What follows belongs to an exercise in optimizing a design on an open flow for a short achievable clock period and few clock cycles; a production flow would make more cautious choices. Only simulation tests tie the RTL to the original design; equivalence was not proved. No activity file was given, so power comes from the tool's default toggle rates.

// riscv_cpu
module riscv_cpu (
    input  logic                 clk,
    input  logic                 reset,
    input  logic [32-1:0]     instr,
    output logic [32-1:0]     pc,
    input  logic [32-1:0]     read_data,
    output logic                 dmem_rd_en,
    output logic                 dmem_wr_en,
    output logic [32-1:0]     dmem_addr,
    output logic [32-1:0]     dmem_wr_data,
    input  logic                 cache_stall
);
Size in the first run: roughly 8300 cells after synthesis, roughly 110000 um^2 of cells after synthesis.
==> flow/config.mk <==
export PLATFORM = sky130hd
export DESIGN_NAME = riscv_cpu
export DESIGN_NICKNAME = riscv_cpu
export VERILOG_FILES = /design/flow/design.v
export SDC_FILE = /design/flow/constraint.sdc
export NUM_CORES = 4
export LEC_CHECK = 0
export CAP_MARGIN = 20
export CORE_MARGIN = 2
export CORE_UTILIZATION = 40
export PLACE_DENSITY = 0.6
export SETUP_SLACK_MARGIN = 4.4
export SLEW_MARGIN = 20
export SYNTH_HIERARCHICAL = 1
export TNS_END_PERCENT = 100
==> flow/constraint.sdc <==
create_clock -name core_clock -period 7.5 [get_ports {clk}]
set_input_delay 1.5000 -clock core_clock [delete_from_list [all_inputs] [get_ports {clk}]]
set_output_delay 1.5000 -clock core_clock [all_outputs]
set_load 0.01 [all_outputs]
run.sh (not shown) runs the stock make flow with config.mk's settings and CLKGATE_MAP_FILE= SYNTH_SCRIPT=/design/flow/synth_recipe.tcl, a recipe that flattens the netlist after the stock synthesis.
The baseline finished clean.
Testbench counts at the start, summed over its fixed seeds: cycles 40,507.
Then changed:
--- a/flow/design.v
+++ b/flow/design.v
@@ -58,21 +58,20 @@
     logic        d_sub;
     logic        d_and;
     logic        d_or;
     logic        d_xor;
     logic [31:0] d_a;         
     logic [31:0] d_b;         
     logic [31:0] d_s;         
     logic [31:0] d_az, d_bz;
     logic [31:0] e_sumz, e_diffz, e_lgcz;
     logic [4:0]  fa, fb, fs;  
-    logic [4:0]  fa_add, fb_add, fa_sub, fb_sub;
     logic [19:0] zsel;        
     logic        z_ok;        
     logic [31:0] d_target;
     logic [31:0] d_pc;
     logic [31:0] d_fix;       
     logic        d_pred;
     logic [BTB_N-1:0] d_hit;
     logic        e_wrd;
     logic [4:0]  e_rd;
     logic        e_ld;
@@ -197,23 +196,23 @@
         for (int i = 0; i < BTB_N; i++) begin
             hit[i] = btb_v[i] && pc_hi_zero && btb_tag[i] == pc_q[9:0];
             btb_target = btb_target | ({32{hit[i]}} & btb_tgt[i]);
         end
     end
     assign btb_hit = |hit;
     logic [31:0] ex_a, ex_b, ex_s, ex_sum, ex_diff, ex_lgc;
     assign ex_a    = pick(fa, d_a, e_sum, e_diff, e_lgc, read_data);
     assign ex_b    = pick(fb, d_b, e_sum, e_diff, e_lgc, read_data);
     assign ex_s    = pick(fs, d_s, e_sum, e_diff, e_lgc, read_data);
-    ex_adder #(.SUB(1'b0)) ex_add_inst (.fa(fa_add), .fb(fb_add), .d_a(d_a), .d_b(d_b), .e_sum(e_sum),
+    ex_adder #(.SUB(1'b0)) ex_add_inst (.fa(fa), .fb(fb), .d_a(d_a), .d_b(d_b), .e_sum(e_sum),
                           .e_diff(e_diff), .e_lgc(e_lgc), .ld(read_data), .y(ex_sum));
-    ex_adder #(.SUB(1'b1)) ex_sub_inst (.fa(fa_sub), .fb(fb_sub), .d_a(d_a), .d_b(d_b), .e_sum(e_sum),
+    ex_adder #(.SUB(1'b1)) ex_sub_inst (.fa(fa), .fb(fb), .d_a(d_a), .d_b(d_b), .e_sum(e_sum),
                           .e_diff(e_diff), .e_lgc(e_lgc), .ld(read_data), .y(ex_diff));
     assign ex_lgc  = ({32{d_and}} & (ex_a & ex_b))
                    | ({32{d_or}}  & (ex_a | ex_b))
                    | ({32{d_xor}} & (ex_a ^ ex_b));
     logic ex_zero;
     assign ex_zero = alu_is_zero(ex_a, ex_b, d_add, d_sub, d_and, d_or, d_xor);
     logic ex_eq, ex_taken, ex_redirect;
     logic exr0, exr1;         
     logic [31:0] eq_a, eq_s;
     logic        fa_ld, fs_ld;
@@ -364,24 +363,20 @@
             d_a      <= rv1;
             d_b      <= is_op ? rv2 : is_st ? imm_s : imm_i;
             d_s      <= rv2;
             if (is_op || is_opi) begin
                 d_az <= rv1;
                 d_bz <= is_op ? rv2 : imm_i;
             end
             fa       <= m1  ? prod : 5'b00001;
             fb       <= m2b ? prod : 5'b00001;
             fs       <= m2  ? prod : 5'b00001;
-            fa_add   <= m1 && i_add  ? prod : 5'b00001;
-            fb_add   <= m2b && i_add ? prod : 5'b00001;
-            fa_sub   <= m1 && i_sub  ? prod : 5'b00001;
-            fb_sub   <= m2b && i_sub ? prod : 5'b00001;
             for (int c = 0; c < 4; c++) begin
                 for (int o = 0; o < 5; o++) begin
                     zsel[c*5+o] <= a_pick[c] && i_op[o];
                 end
             end
             z_ok     <= !m2b && !(m1 && d_ld);
             d_target <= id_target;
             d_pc     <= f_pc;
             d_fix    <= f_pred ? id_pc4 : id_target;
             d_pred   <= f_pred;
@@ -484,31 +479,21 @@
 endmodule
 module pc_late_pick (
     input  logic        ex_eq,
     input  logic        z_ex,
     input  logic [32:0] n00,
     input  logic [32:0] n01,
     input  logic [32:0] n10,
     input  logic [32:0] n11,
     output logic [32:0] q
 );
-    logic [32:0] nz0, nz1;
-    pick2 #(.W(66)) eq_pick (.sel(ex_eq), .a({n00, n01}), .b({n10, n11}), .y({nz0, nz1}));
-    pick2 #(.W(33)) z_pick (.sel(z_ex), .a(nz0), .b(nz1), .y(q));
-endmodule
-module pick2 #(parameter int W = 1) (
-    input  logic         sel,
-    input  logic [W-1:0] a,
-    input  logic [W-1:0] b,
-    output logic [W-1:0] y
-);
-    assign y = sel ? b : a;
+    assign q = ex_eq ? (z_ex ? n11 : n10) : (z_ex ? n01 : n00);
 endmodule
 module ex_compare (
     input  logic        fa_ld,
     input  logic        fs_ld,
     input  logic [31:0] ld,
     input  logic [31:0] a,
     input  logic [31:0] s,
     output logic        eq
 );
     assign eq = fa_ld ? (fs_ld || ld == s) : fs_ld ? a == ld : a == s;
Result: Setup slack improved by 7.7 ps. Cell count goes down by 1.6%. Sequential share of layout area goes down by 0.22 points. First-iteration DRC count rose by 8.5%. Sequential power barely changes. Count of clock-buffer cells in the layout is lower by 19. Die area came out lower by 1.2%. Power is lower by 1.3%. Synthesized cell count came out lower by 1.3%. Wire length shrinks by 3.2%. Via count decreases by 0.96%. Area after synthesis fell by 1.2%. Worst hold slack loses 13 ps. Non-clock buffer count came out lower by 69.
Testbench counts after the change, summed over its fixed seeds: cycles 40,507.

## afterwards: timing with drivers on the ports
How much do the figures lean on ideal ports? The routed layouts below were timed once more, with nothing changed but the port constraints. Step 1, drivers: a clkbuf_16 drives clk and a buf_2 each remaining input, both assumed. Step 2 times the ports against the registers' clock, not the clock port: input delays grow and output delays shrink by t, the midpoint of the rising clock arrivals with the driver on. a / b / c = ideal ports / drivers / drivers and shift; a / b = the first two.
| run | t (ns) | slack for setup (ns) | worst hold slack (ns) |
|---|---|---|---|
| the first run | 1.019 | 3.837 / 3.837 / 3.011 | 0.336 / 0.336 / 0.336 |
| the second run | 1.034 | 3.845 / 3.845 / 2.922 | 0.323 / 0.323 / 0.323 |
After both steps every run listed still meets setup and hold. The setup slack of the second run, which loses most, moves by 0.000 ns with the drivers and by -0.923 ns with both steps.
